What follows belongs to an exercise in optimizing a design on an open flow for a short achievable clock period and few clock cycles per item; a production flow would make more cautious choices.
Only simulation tests tie the RTL to the original design; equivalence was not proved.
Power is estimated from default activity; no workload was simulated.

==> flow/run.sh <==
#!/bin/bash
# synth_recipe.tcl (not shown) runs the flow's synth.tcl, then flattens the netlist and writes it again
# the make line also repeats each setting of config.mk as NAME=value (left out here)
make -C /OpenROAD-flow-scripts/flow DESIGN_CONFIG=/design/flow/config.mk WORK_HOME=/design/flow/orfs CLKGATE_MAP_FILE= SYNTH_SCRIPT=/design/flow/synth_recipe.tcl finish
==> flow/config.mk <==
export PLATFORM = sky130hd
export DESIGN_NAME = cpu_top
export DESIGN_NICKNAME = cpu_top
export VERILOG_FILES = /design/flow/design.v
export SDC_FILE = /design/flow/constraint.sdc
export NUM_CORES = 4
export LEC_CHECK = 0
export CAP_MARGIN = 20
export CORE_MARGIN = 2
export CORE_UTILIZATION = 40
export SETUP_SLACK_MARGIN = 5
export SLEW_MARGIN = 20
export TNS_END_PERCENT = 100
==> flow/constraint.sdc <==
create_clock -name core_clock -period 8.0 [get_ports {clk}]
set_input_delay 1.6000 -clock core_clock [delete_from_list [all_inputs] [get_ports {clk}]]
set_output_delay 1.6000 -clock core_clock [all_outputs]
set_load 0.01 [all_outputs]
==> flow/design.v <==
package cpu_pkg;
  localparam int data_w    = 16;
  localparam int reg_idx_w = 4;
  localparam logic [2:0] op_arith  = 3'b000;
  localparam logic [2:0] op_cmpmul = 3'b001;
  localparam logic [2:0] op_load   = 3'b010;
  localparam logic [2:0] op_store  = 3'b011;
  localparam logic [2:0] op_beq    = 3'b100;
  localparam logic [2:0] op_jump   = 3'b101;
  localparam logic region_instr = 1'b0;
  localparam logic region_data  = 1'b1;
endpackage
module exec_unit (
  input  logic                       clk,
  input  logic                       rst_n,
  input  logic                       in_v,
  input  logic [3:0]                 in_rd,
  input  logic [cpu_pkg::data_w-1:0] a,
  input  logic [cpu_pkg::data_w-1:0] b,
  output logic                       out_v,
  output logic [3:0]                 out_rd,
  output logic [cpu_pkg::data_w-1:0] out_res
);
  logic [15:0] t0, t1, t2, t3;
  logic        m_v;
  logic [3:0]  m_rd;
  always_ff @(posedge clk or negedge rst_n) begin
    if (!rst_n) m_v <= 1'b0;
    else        m_v <= in_v;
  end
  always_ff @(posedge clk) begin
    if (in_v) begin
      m_rd <= in_rd;
      t0   <= a * {12'd0, b[3:0]};
      t1   <= (a * {12'd0, b[7:4]})   << 4;
      t2   <= (a * {12'd0, b[11:8]})  << 8;
      t3   <= (a * {12'd0, b[15:12]}) << 12;
    end
  end
  assign out_v   = m_v;
  assign out_rd  = m_rd;
  assign out_res = t0 + t1 + t2 + t3;
endmodule
module cpu_top #(
  parameter int addr_w  = 12,
  parameter int IC_BITS = 6
) (
  input  logic                       clk,
  input  logic                       rst_n,
  output logic                       io_stall,
  output logic                       mem_req,
  output logic                       mem_we,
  output logic [addr_w:0]            mem_addr,
  output logic [cpu_pkg::data_w-1:0] mem_wdata,
  input  logic                       mem_ack,
  input  logic [cpu_pkg::data_w-1:0] mem_rdata
);
  localparam int QD = 4;    
  logic              bq_req;
  logic              bq_we;
  logic [addr_w:0]   bq_addr;
  logic [15:0]       bq_wdata;
  logic              bq_data;    
  logic [3:0]        bq_rt;      
  logic              bq_disc;    
  assign mem_req   = bq_req;
  assign mem_we    = bq_we;
  assign mem_addr  = bq_addr;
  assign mem_wdata = bq_wdata;
  logic f_ack, ld_ack, st_ack, bus_free;
  assign bus_free = !bq_req || mem_ack;
  assign f_ack    = bq_req && mem_ack && !bq_data;
  assign ld_ack   = bq_req && mem_ack && bq_data && !bq_we;
  assign st_ack   = bq_req && mem_ack && bq_data && bq_we;
  logic [15:0] rf [0:15];
  logic [15:0] pend;    
  logic [15:0]       q_ins [0:QD-1];
  logic [addr_w-1:0] q_pc  [0:QD-1];
  logic [QD-1:0]     q_v;
  logic [addr_w-1:0] fpc;       
  logic        e_v;        
  logic        e_ldst;     
  logic        e_st;
  logic        e_mul;
  logic [2:0]  e_op;
  logic        e_f;
  logic [3:0]  e_rd;
  logic [15:0] e_a, e_b;
  logic [4:0]  e_imm;
  logic [1:0]        dq_v;
  logic              dq_we    [0:1];
  logic [addr_w-1:0] dq_addr  [0:1];
  logic [15:0]       dq_wdata [0:1];
  logic [3:0]        dq_rt    [0:1];
  localparam int NG = 3;
  logic [4:0]      ret_a;
  logic [3:0]      grp [0:NG-1];
  logic [1:0]      ngrp;
  logic            show;
  logic        m_out_v;
  logic [3:0]  m_out_rd;
  logic [15:0] m_out_res;
  logic [15:0] d_ins;
  logic [2:0]  d_op;
  logic [3:0]  d_rs, d_rt, d_rd;
  logic        d_v;
  assign d_ins = q_ins[0];
  assign d_v   = q_v[0];
  assign d_op  = d_ins[15:13];
  assign d_rs  = d_ins[12:9];
  assign d_rt  = d_ins[8:5];
  assign d_rd  = d_ins[4:1];
  logic d_alu, d_mul, d_ld, d_st, d_beq;
  assign d_alu = (d_op == cpu_pkg::op_arith) || (d_op == cpu_pkg::op_cmpmul && !d_ins[0]);
  assign d_mul = (d_op == cpu_pkg::op_cmpmul) && d_ins[0];
  assign d_ld  = (d_op == cpu_pkg::op_load);
  assign d_st  = (d_op == cpu_pkg::op_store);
  assign d_beq = (d_op == cpu_pkg::op_beq);
  logic d_use_rs, d_use_rt, d_wr;
  logic [3:0] d_dst;
  assign d_use_rs = d_alu || d_mul || d_ld || d_st || d_beq;
  assign d_use_rt = d_alu || d_mul || d_st || d_beq;
  assign d_wr     = d_alu || d_mul || d_ld;
  assign d_dst    = d_ld ? d_rt : d_rd;
  logic e_hit_rs, e_hit_rt, m_hit_rs, m_hit_rt, l_hit_rs, l_hit_rt;
  assign e_hit_rs = e_v && (e_rd == d_rs);
  assign e_hit_rt = e_v && (e_rd == d_rt);
  assign m_hit_rs = m_out_v && (m_out_rd == d_rs);
  assign m_hit_rt = m_out_v && (m_out_rd == d_rt);
  assign l_hit_rs = ld_ack && (bq_rt == d_rs);
  assign l_hit_rt = ld_ack && (bq_rt == d_rt);
  logic rs_wait, rt_wait, dst_wait;
  assign rs_wait  = pend[d_rs]  && !m_hit_rs && !l_hit_rs;
  assign rt_wait  = pend[d_rt]  && !m_hit_rt && !l_hit_rt;
  assign dst_wait = pend[d_dst] && !(m_out_v && m_out_rd == d_dst) && !(ld_ack && bq_rt == d_dst);
  logic d_ldst;
  assign d_ldst = d_ld || d_st;
  logic d_stall;
  always_comb begin
    d_stall = 1'b0;
    if ((d_use_rs && rs_wait) || (d_use_rt && rt_wait) || (d_wr && dst_wait))
      d_stall = 1'b1;
    if (d_beq && (e_hit_rs || e_hit_rt || pend[d_rs] || pend[d_rt]))
      d_stall = 1'b1;
    if (d_ldst && ((e_ldst && dq_v[0]) || dq_v[1]))
      d_stall = 1'b1;
    if (d_st && ngrp == 2'(NG))
      d_stall = 1'b1;
    if (ret_a[4] || ret_a[3] || grp[0][3] || grp[1][3] || grp[2][3])
      d_stall = 1'b1;
  end
  logic iss;
  assign iss = d_v && !d_stall;
  logic [15:0] rs_val, rt_val, e_res;
  always_comb begin
    if (e_hit_rs)      rs_val = e_res;
    else if (m_hit_rs) rs_val = m_out_res;
    else if (l_hit_rs) rs_val = mem_rdata;
    else               rs_val = rf[d_rs];
    if (e_hit_rt)      rt_val = e_res;
    else if (m_hit_rt) rt_val = m_out_res;
    else if (l_hit_rt) rt_val = mem_rdata;
    else               rt_val = rf[d_rt];
  end
  logic [addr_w-1:0] br_tgt;
  logic              redirect;
  assign br_tgt   = q_pc[0] + addr_w'(1) + addr_w'({{7{d_ins[4]}}, d_ins[4:0]});
  assign redirect = iss && d_beq && (rf[d_rs] == rf[d_rt]);
  logic [16:0] e_diff;
  logic        e_lt;
  assign e_diff = {e_a[15], e_a} - {e_b[15], e_b};
  assign e_lt   = e_diff[16];
  always_comb begin
    if (e_op == cpu_pkg::op_arith) e_res = e_f ? e_a - e_b : e_a + e_b;
    else                           e_res = {15'd0, e_lt};
  end
  logic [addr_w-1:0] e_addr;
  assign e_addr = e_a[addr_w-1:0] + addr_w'({{7{e_imm[4]}}, e_imm});
  always_ff @(posedge clk or negedge rst_n) begin
    if (!rst_n) begin
      e_v    <= 1'b0;
      e_ldst <= 1'b0;
      e_st   <= 1'b0;
      e_mul  <= 1'b0;
    end else begin
      e_v    <= iss && d_alu;
      e_ldst <= iss && (d_ld || d_st);
      e_st   <= iss && d_st;
      e_mul  <= iss && d_mul;
    end
  end
  always_ff @(posedge clk) begin
    if (iss) begin
      e_op  <= d_op;
      e_f   <= d_ins[0];
      e_rd  <= d_dst;
      e_a   <= rs_val;
      e_b   <= rt_val;
      e_imm <= d_ins[4:0];
    end
  end
  exec_unit u_mul (
    .clk, .rst_n, .in_v(e_mul), .in_rd(e_rd), .a(e_a), .b(e_b),
    .out_v(m_out_v), .out_rd(m_out_rd), .out_res(m_out_res)
  );
  always_ff @(posedge clk or negedge rst_n) begin
    if (!rst_n) begin
      for (int i = 0; i < 16; i++) rf[i] <= '0;
    end else begin
      for (int i = 0; i < 16; i++) begin
        if (e_v && e_rd == 4'(i))                 rf[i] <= e_res;
        else if (ld_ack && bq_rt == 4'(i))        rf[i] <= mem_rdata;
        else if (m_out_v && m_out_rd == 4'(i))    rf[i] <= m_out_res;
      end
    end
  end
  always_ff @(posedge clk or negedge rst_n) begin
    if (!rst_n) begin
      pend <= '0;
    end else begin
      for (int i = 0; i < 16; i++) begin
        if (iss && (d_ld || d_mul) && d_dst == 4'(i))  pend[i] <= 1'b1;
        else if ((ld_ack && bq_rt == 4'(i)) || (m_out_v && m_out_rd == 4'(i))) pend[i] <= 1'b0;
      end
    end
  end
  localparam int IB = IC_BITS;
  logic [15:0]          ic_data [0:(1<<IB)-1];
  logic [addr_w-1-IB:0] ic_tag  [0:(1<<IB)-1];
  logic [(1<<IB)-1:0]   ic_v;
  logic              f_onbus;    
  logic              infl;       
  assign f_onbus = bq_req && !bq_data;
  assign infl    = f_onbus && !bq_disc;
  logic [15:0] c_word;
  logic        c_hit;
  logic        c_room;
  assign c_word = ic_data[fpc[IB-1:0]];
  assign c_room = iss || !q_v[QD-1];
  assign c_hit  = !f_onbus && c_room && ic_v[fpc[IB-1:0]] && (ic_tag[fpc[IB-1:0]] == fpc[addr_w-1:IB]);
  logic              push_d, push, bus_push;
  logic [15:0]       push_ins;
  logic [addr_w-1:0] push_pc;
  assign bus_push = f_ack && !bq_disc;
  assign push_d   = bus_push || c_hit;
  assign push     = push_d && !redirect;
  assign push_ins = bus_push ? mem_rdata : c_word;
  assign push_pc  = bus_push ? bq_addr[addr_w-1:0] : fpc;
  logic              jmp_bus, jmp_c;
  logic [addr_w-1:0] jt_bus, jt_c;
  logic [addr_w-1:0] base, base_p1;
  assign jmp_bus = bus_push && (mem_rdata[15:13] == cpu_pkg::op_jump);
  assign jmp_c   = c_word[15:13] == cpu_pkg::op_jump;
  assign jt_bus  = mem_rdata[12:1];
  assign jt_c    = c_word[12:1];
  always_comb begin
    if (redirect) begin
      base = br_tgt;              base_p1 = br_tgt + addr_w'(1);
    end else if (jmp_bus) begin
      base = jt_bus;              base_p1 = jt_bus + addr_w'(1);
    end else if (c_hit && jmp_c) begin
      base = jt_c;                base_p1 = jt_c + addr_w'(1);
    end else if (c_hit) begin
      base = fpc + addr_w'(1);    base_p1 = fpc + addr_w'(2);
    end else begin
      base = fpc;                 base_p1 = fpc + addr_w'(1);
    end
  end
  logic f_ok;
  assign f_ok = redirect || (iss ? !q_v[QD-1] : !q_v[QD-2]);
  always_ff @(posedge clk or negedge rst_n) begin
    if (!rst_n) begin
      ic_v <= '0;
    end else if (f_ack) begin
      ic_v[bq_addr[IB-1:0]] <= 1'b1;
    end
  end
  always_ff @(posedge clk) begin
    if (f_ack) begin
      ic_data[bq_addr[IB-1:0]] <= mem_rdata;
      ic_tag[bq_addr[IB-1:0]]  <= bq_addr[addr_w-1:IB];
    end
  end
  always_ff @(posedge clk or negedge rst_n) begin
    if (!rst_n) begin
      bq_req   <= 1'b0;
      bq_we    <= 1'b0;
      bq_addr  <= '0;
      bq_wdata <= '0;
      bq_data  <= 1'b0;
      bq_rt    <= '0;
      bq_disc  <= 1'b0;
      dq_v     <= '0;
      fpc      <= '0;
    end else begin
      fpc <= base;
      if (bus_free) begin
        bq_disc <= 1'b0;
        if (dq_v[0]) begin
          bq_req   <= 1'b1;
          bq_data  <= 1'b1;
          bq_we    <= dq_we[0];
          bq_addr  <= {cpu_pkg::region_data, dq_addr[0]};
          bq_wdata <= dq_wdata[0];
          bq_rt    <= dq_rt[0];
          if (dq_v[1]) begin
            dq_we[0] <= dq_we[1]; dq_addr[0] <= dq_addr[1]; dq_wdata[0] <= dq_wdata[1]; dq_rt[0] <= dq_rt[1];
            if (e_ldst) begin
              dq_we[1] <= e_st; dq_addr[1] <= e_addr; dq_wdata[1] <= e_b; dq_rt[1] <= e_rd;
            end else begin
              dq_v[1] <= 1'b0;
            end
          end else if (e_ldst) begin
            dq_we[0] <= e_st; dq_addr[0] <= e_addr; dq_wdata[0] <= e_b; dq_rt[0] <= e_rd;
          end else begin
            dq_v[0] <= 1'b0;
          end
        end else if (e_ldst) begin
          bq_req   <= 1'b1;
          bq_data  <= 1'b1;
          bq_we    <= e_st;
          bq_addr  <= {cpu_pkg::region_data, e_addr};
          bq_wdata <= e_b;
          bq_rt    <= e_rd;
        end else if (f_ok) begin
          bq_req   <= 1'b1;
          bq_data  <= 1'b0;
          bq_we    <= 1'b0;
          bq_addr  <= {cpu_pkg::region_instr, base};
          fpc      <= base_p1;
        end else begin
          bq_req   <= 1'b0;
          bq_data  <= 1'b0;
          bq_we    <= 1'b0;
        end
      end else begin
        if (redirect && !bq_data) bq_disc <= 1'b1;
        if (e_ldst) begin
          if (!dq_v[0]) begin
            dq_v[0] <= 1'b1;
            dq_we[0] <= e_st; dq_addr[0] <= e_addr; dq_wdata[0] <= e_b; dq_rt[0] <= e_rd;
          end else begin
            dq_v[1] <= 1'b1;
            dq_we[1] <= e_st; dq_addr[1] <= e_addr; dq_wdata[1] <= e_b; dq_rt[1] <= e_rd;
          end
        end
      end
    end
  end
  logic [QD-1:0] wsel;
  always_comb begin
    for (int i = 0; i < QD; i++) begin
      if (iss) wsel[i] = q_v[i] && (i == QD-1 || !q_v[(i+1)%QD]);
      else     wsel[i] = !q_v[i] && (i == 0 || q_v[(i+QD-1)%QD]);
    end
  end
  always_ff @(posedge clk or negedge rst_n) begin
    if (!rst_n) begin
      q_v <= '0;
    end else if (redirect) begin
      q_v <= '0;
    end else begin
      for (int i = 0; i < QD; i++) begin
        if (push && wsel[i])                 q_v[i] <= 1'b1;
        else if (iss)                        q_v[i] <= (i < QD-1) ? q_v[(i+1)%QD] : 1'b0;
      end
    end
  end
  always_ff @(posedge clk) begin
    for (int i = 0; i < QD; i++) begin
      if (push_d && wsel[i]) begin
        q_ins[i] <= push_ins;
        q_pc[i]  <= push_pc;
      end else if (iss && i < QD-1) begin
        q_ins[i] <= q_ins[(i+1)%QD];
        q_pc[i]  <= q_pc[(i+1)%QD];
      end
    end
  end
  logic [4:0] a_pre;
  logic [3:0] g_nxt [0:NG-1];
  logic [1:0] n_nxt;
  always_comb begin
    a_pre = ret_a;
    for (int i = 0; i < NG; i++) g_nxt[i] = grp[i];
    n_nxt = ngrp;
    if (st_ack) begin
      a_pre = a_pre + 5'(grp[0]);
      for (int i = 0; i < NG-1; i++) g_nxt[i] = grp[i+1];
      g_nxt[NG-1] = '0;
      n_nxt = n_nxt - 2'd1;
    end
    if (iss) begin
      if (d_st) begin
        g_nxt[n_nxt] = 4'd1;
        n_nxt = n_nxt + 2'd1;
      end else if (n_nxt != '0) begin
        g_nxt[n_nxt-2'd1] = g_nxt[n_nxt-2'd1] + 4'd1;
      end else begin
        a_pre = a_pre + 5'd1;
      end
    end
  end
  always_ff @(posedge clk or negedge rst_n) begin
    if (!rst_n) begin
      ret_a <= '0;
      for (int i = 0; i < NG; i++) grp[i] <= '0;
      ngrp  <= '0;
      show  <= 1'b0;
    end else begin
      show  <= (a_pre != '0);
      ret_a <= a_pre - 5'(a_pre != '0);
      for (int i = 0; i < NG; i++) grp[i] <= g_nxt[i];
      ngrp  <= n_nxt;
    end
  end
  assign io_stall = !show;
endmodule
==> run summary <==
[worst max-delay path by stage]
| stage | start | end |
|---|---|---|
| 4_1_cts | fpc[3]$_DFF_PN0_ | bq_addr[0]$_DFFE_PN0P_ |
| 6_report | fpc[0]$_DFFE_PN0P_ | q_ins[2][7]$_DFFE_PP_ |
| 5_1_grt | q_ins[0][13]$_DFFE_PP_ | ret_a[3]$_DFF_PN0_ |
| 3_3_place_gp | mem_ack | q_pc[2][3]$_DFFE_PP_ |
| 2_1_floorplan | mem_ack | q_ins[2][0]$_DFFE_PP_ |
| 3_5_place_dp | mem_ack | q_pc[1][9]$_DFFE_PP_ |
[final cells by class]
cell class	instances	area [sq um]	share of cell area, %
antenna	12	30.0	0.0228
clock buffer	290	5780	4.40
clock inverter	104	1280	0.976
inverter	208	821	0.625
multi-input combinational	4888	44800	34.1
sequential	2090	60700	46.2
tap	3348	4190	3.19
timing repair buffer	1154	13700	10.5
[where the power goes]
group | switching (W) | internal [W] | leakage, nW
combinational | 0.0221 | 0.0167 | 22.9
clock | 0.00454 | 0.00568 | 3.41
sequential | 0.00169 | 0.0142 | 19.6
[state kept, by name (all words and copies together), names as in the netlist, 12 cells and up]
| signal | flops |
|---|---|
| u_mul.t1 | 12 |
| pend | 16 |
| fpc | 12 |
| dq_addr | 24 |
| bq_wdata | 16 |
| dq_wdata | 32 |
| e_b | 16 |
| e_a | 16 |
| ic_v | 64 |
| q_ins | 64 |
| bq_addr | 13 |
| rf | 256 |
| u_mul.t0 | 16 |
| ic_data | 1024 |
| q_pc | 48 |
| ic_tag | 384 |
| grp | 12 |
[logic make-up (layout without fill, tap and decap cells)]
family,count (synthesis),count (layout)
mux,726,726
xor+xnor,201,201
simple gates,1807,1916
flops,2090,2090
buf+inv,798,1756
compound gates,1833,1834
fa+ha+maj,211,211
other cells,0,12
[what timing repair did]
item | in CTS | in global routing
gates cloned | 145 | 22
pin swaps | 431 | 254
resized for setup | 1389 | 621
setup endpoints to repair | 2202 | 788
setup buffers | 614 | 206
[synth_stat cells (13+ instances only)]
cell type,count,area [sq um]
nand3_1,220,1100
a21oi_1,281,1410
buf_2,72,360
nand4_1,14,87.6
xor2_1,59,517
mux4_2,352,7930
edfxtp_1,1674,50300
a21o_1,31,233
nor3_1,64,320
clkbuf_1,420,1580
o32ai_1,13,114
a211oi_1,26,195
mux2_2,85,957
nor2b_1,64,400
o21bai_1,75,563
inv_1,201,754
fa_1,66,1320
nand2_1,833,3130
a2111oi_0,20,175
a22oi_1,77,578
o211ai_1,357,2680
buf_1,41,154
o21ai_0,558,2790
buf_4,22,165
dfrtp_1,416,10400
ha_1,145,1810
xnor2_1,142,1240
o22ai_1,65,407
a221oi_1,40,350
and3_1,26,163
a31oi_1,42,263
or3_1,17,106
nand2b_1,39,244
nor4_1,20,125
nor3b_1,15,113
a32oi_1,16,140
buf_6,28,315
a22o_1,57,499
o22a_1,13,114
and2_1,52,325
o221ai_1,21,184
mux2i_1,288,2880
nor2_1,392,1470
o21a_1,15,113
[critical path: stages, from the launching register on]
cell and delay, ns:
dfrtp_4 0.44, buf_12 0.20, buf_12 0.16, buf_16 0.19, mux4_2 0.56, a2111oi_4 0.45
o21ai_1 0.11, nor4b_2 0.17, buf_4 0.17, a22oi_2 0.51, a2111o_2 0.32, buf_12 0.15
nand2_8 0.09, buf_12 0.20, buf_12 0.14, nand2_8 0.08, mux2_2 0.36
[metal layers]
metal	track usage (%)	up-vias	wire [um]
met3	10.3	1770	55600
met5	0.333	-	260
li1	-	31300	-
met4	19.4	12	33900
met1	40.2	40100	148000
met2	47.5	6361	187000
[per-stage QoR]
step                setup slack [ns]  power, W
detailed placement              1.30    0.0403
finish                          3.39    0.0649
CTS                             3.41    0.0596
global route                    3.30    0.0667
floorplan                       3.39    0.0319
global placement                1.39    0.0401
==> results.json <==
{
  "hold_path_end": "dq_we[1]$_DFFE_PP_",
  "synth_top_family_by_area": "compound AO/OA/AOI/OAI gates",
  "start_util_pct": 40.2,
  "die_w_um": 506,
  "grt_max_degree": 125,
  "fp-row-count": 184,
  "drt_first_pass_iters": 10,
  "rr_worst_depth": 16,
  "ff2ff_setup_slack_ns": 3.39,
  "layout-drive-gt1-share_pct": 35.4,
  "clkTransAtPathRegs_ns": 0.07,
  "cts_sinks": 2090,
  "grt_pass1_wl_um": 580000,
  "startpoint_type": "flip-flop",
  "synth-compound-area-share_pct": 11.9,
  "syn_inst": 7666,
  "rsz0062_at_grt": "true",
  "via_count": 79500,
  "avgSynthCellArea_sq_um": 13.1,
  "cts-buffers-inserted": 211,
  "antenna_found_initial": 24,
  "synth_fa_ha_area_share_pct": 3.11,
  "cts_tree": "built",
  "crit_required_ns": 8.64,
  "path_class": "flip-flop to flip-flop",
  "leakage_nw": 45.9,
  "cts_root_buffer": "clkbuf_16",
  "status": "no timing/DRC/antenna violations",
  "worstPathMaxFanout": 20,
  "clockBufferDepth": 3,
  "grt_pass1_vias": 75100,
  "synth_edf_count": 1674,
  "end_kind": "flip-flop",
  "setup_viol": 0,
  "ant_nets": 0,
  "io_pins": 51,
  "slew_headroom_pct": 14.5,
  "holdPathStages": 0,
  "yosys.area_share.xor_xnor_pct": 1.75,
  "hp-start": "e_st$_DFF_PN0_",
  "synth_cell_types": 94,
  "syn2layout_area_growth_pct": 30.4,
  "dp_cells": 10700,
  "powerDensity_nw_per_um2": 494,
  "fp.dieArea_sq_um": 256000,
  "layout_commonest_cell": "edfxtp_1",
  "drt_first_iter_violations": 12900,
  "fin_area_sq_um": 131000,
  "final_util_pct": 52.4,
  "grt_util_all_layers_pct": 31.8,
  "fin_crit_sh_pct": 57.6,
  "yosys.area_share.simple_pct": 7.96,
  "clock_skew_ns": 0.0800,
  "reg2reg_from": "fpc[0]$_DFFE_PN0P_",
  "viasPerCell": 6.58,
  "core_area_sq_um": 251000,
  "max_freq_ghz": 0.217,
  "ys_ff_latch": 2090,
  "r2r-end": "q_ins[2][7]$_DFFE_PP_",
  "layout_common_cells": "1674 x edfxtp_1, 679 x nand2_1, 614 x buf_4",
  "muxShareOfSynthArea_pct": 11.7,
  "clkLatencyLatePin_ns": 0.91,
  "layout.cells.non_filler": 12100,
  "cap_violations": 0,
  "final.fill_count": 20300,
  "htree_num_levels": 4,
  "drc_errors": 0,
  "globalRouteOverflowTotal": 0,
  "async_reset_ff_share_pct": 19.9,
  "die_h_um": 506,
  "worstMarginPinSlew_ns": 1.28,
  "synth_nets": 7896,
  "slew_violations": 0,
  "synth_flop_cell": "edfxtp_1",
  "dpl_cell_area_sq_um": 106000,
  "yosysSeqAreaShare_pct": 60.2,
  "finalSetupTns_ns": 0,
  "drt-total-wl_um": 424000,
  "ctsHoldBuffers": 0,
  "syn_area_sq_um": 101000,
  "hold_class": "flip-flop to flip-flop",
  "finalNetCount": 8783,
  "whs_ns": 0.436,
  "fin_crit_ns": 4.61,
  "wl_per_cell_um": 35.1,
  "portBuffers": 50,
  "hold_viol_final": 0,
  "arrival_ns": 5.25,
  "hpwl_um": 225000,
  "ys.warnings.count": 11,
  "finalWeightedCongestion": 1.06,
  "irDropWorstVdd_mv": 0.493
}
Testbench counts, summed over its fixed seeds: cycles 28,718, instrs 24,000.

afterwards: timing with drivers on the ports:
The flow's constraints put no driver on any port. The routed layout listed below was extracted and timed again, unchanged, in two steps.
Step 1, drivers: a clkbuf_16 drives clk and a buf_2 each remaining input, both assumed.
Step 2, shift: input delay + t, output delay - t, t = (earliest + latest rising clock arrival at the registers) / 2. This alone moves slack from input paths to output paths.
a / b / c = ideal / step 1 / step 2; a / b = the first two.
shift t [ns]: 0.972
setup WS [ns]: 3.389 / 3.389 / 2.650
slew at the worst register clock pin (ns): 0.07 / 0.07
After both steps setup and hold are still met in this run. For this run, drivers alone change the setup slack by 0.000 ns; drivers and shift together by -0.739 ns.
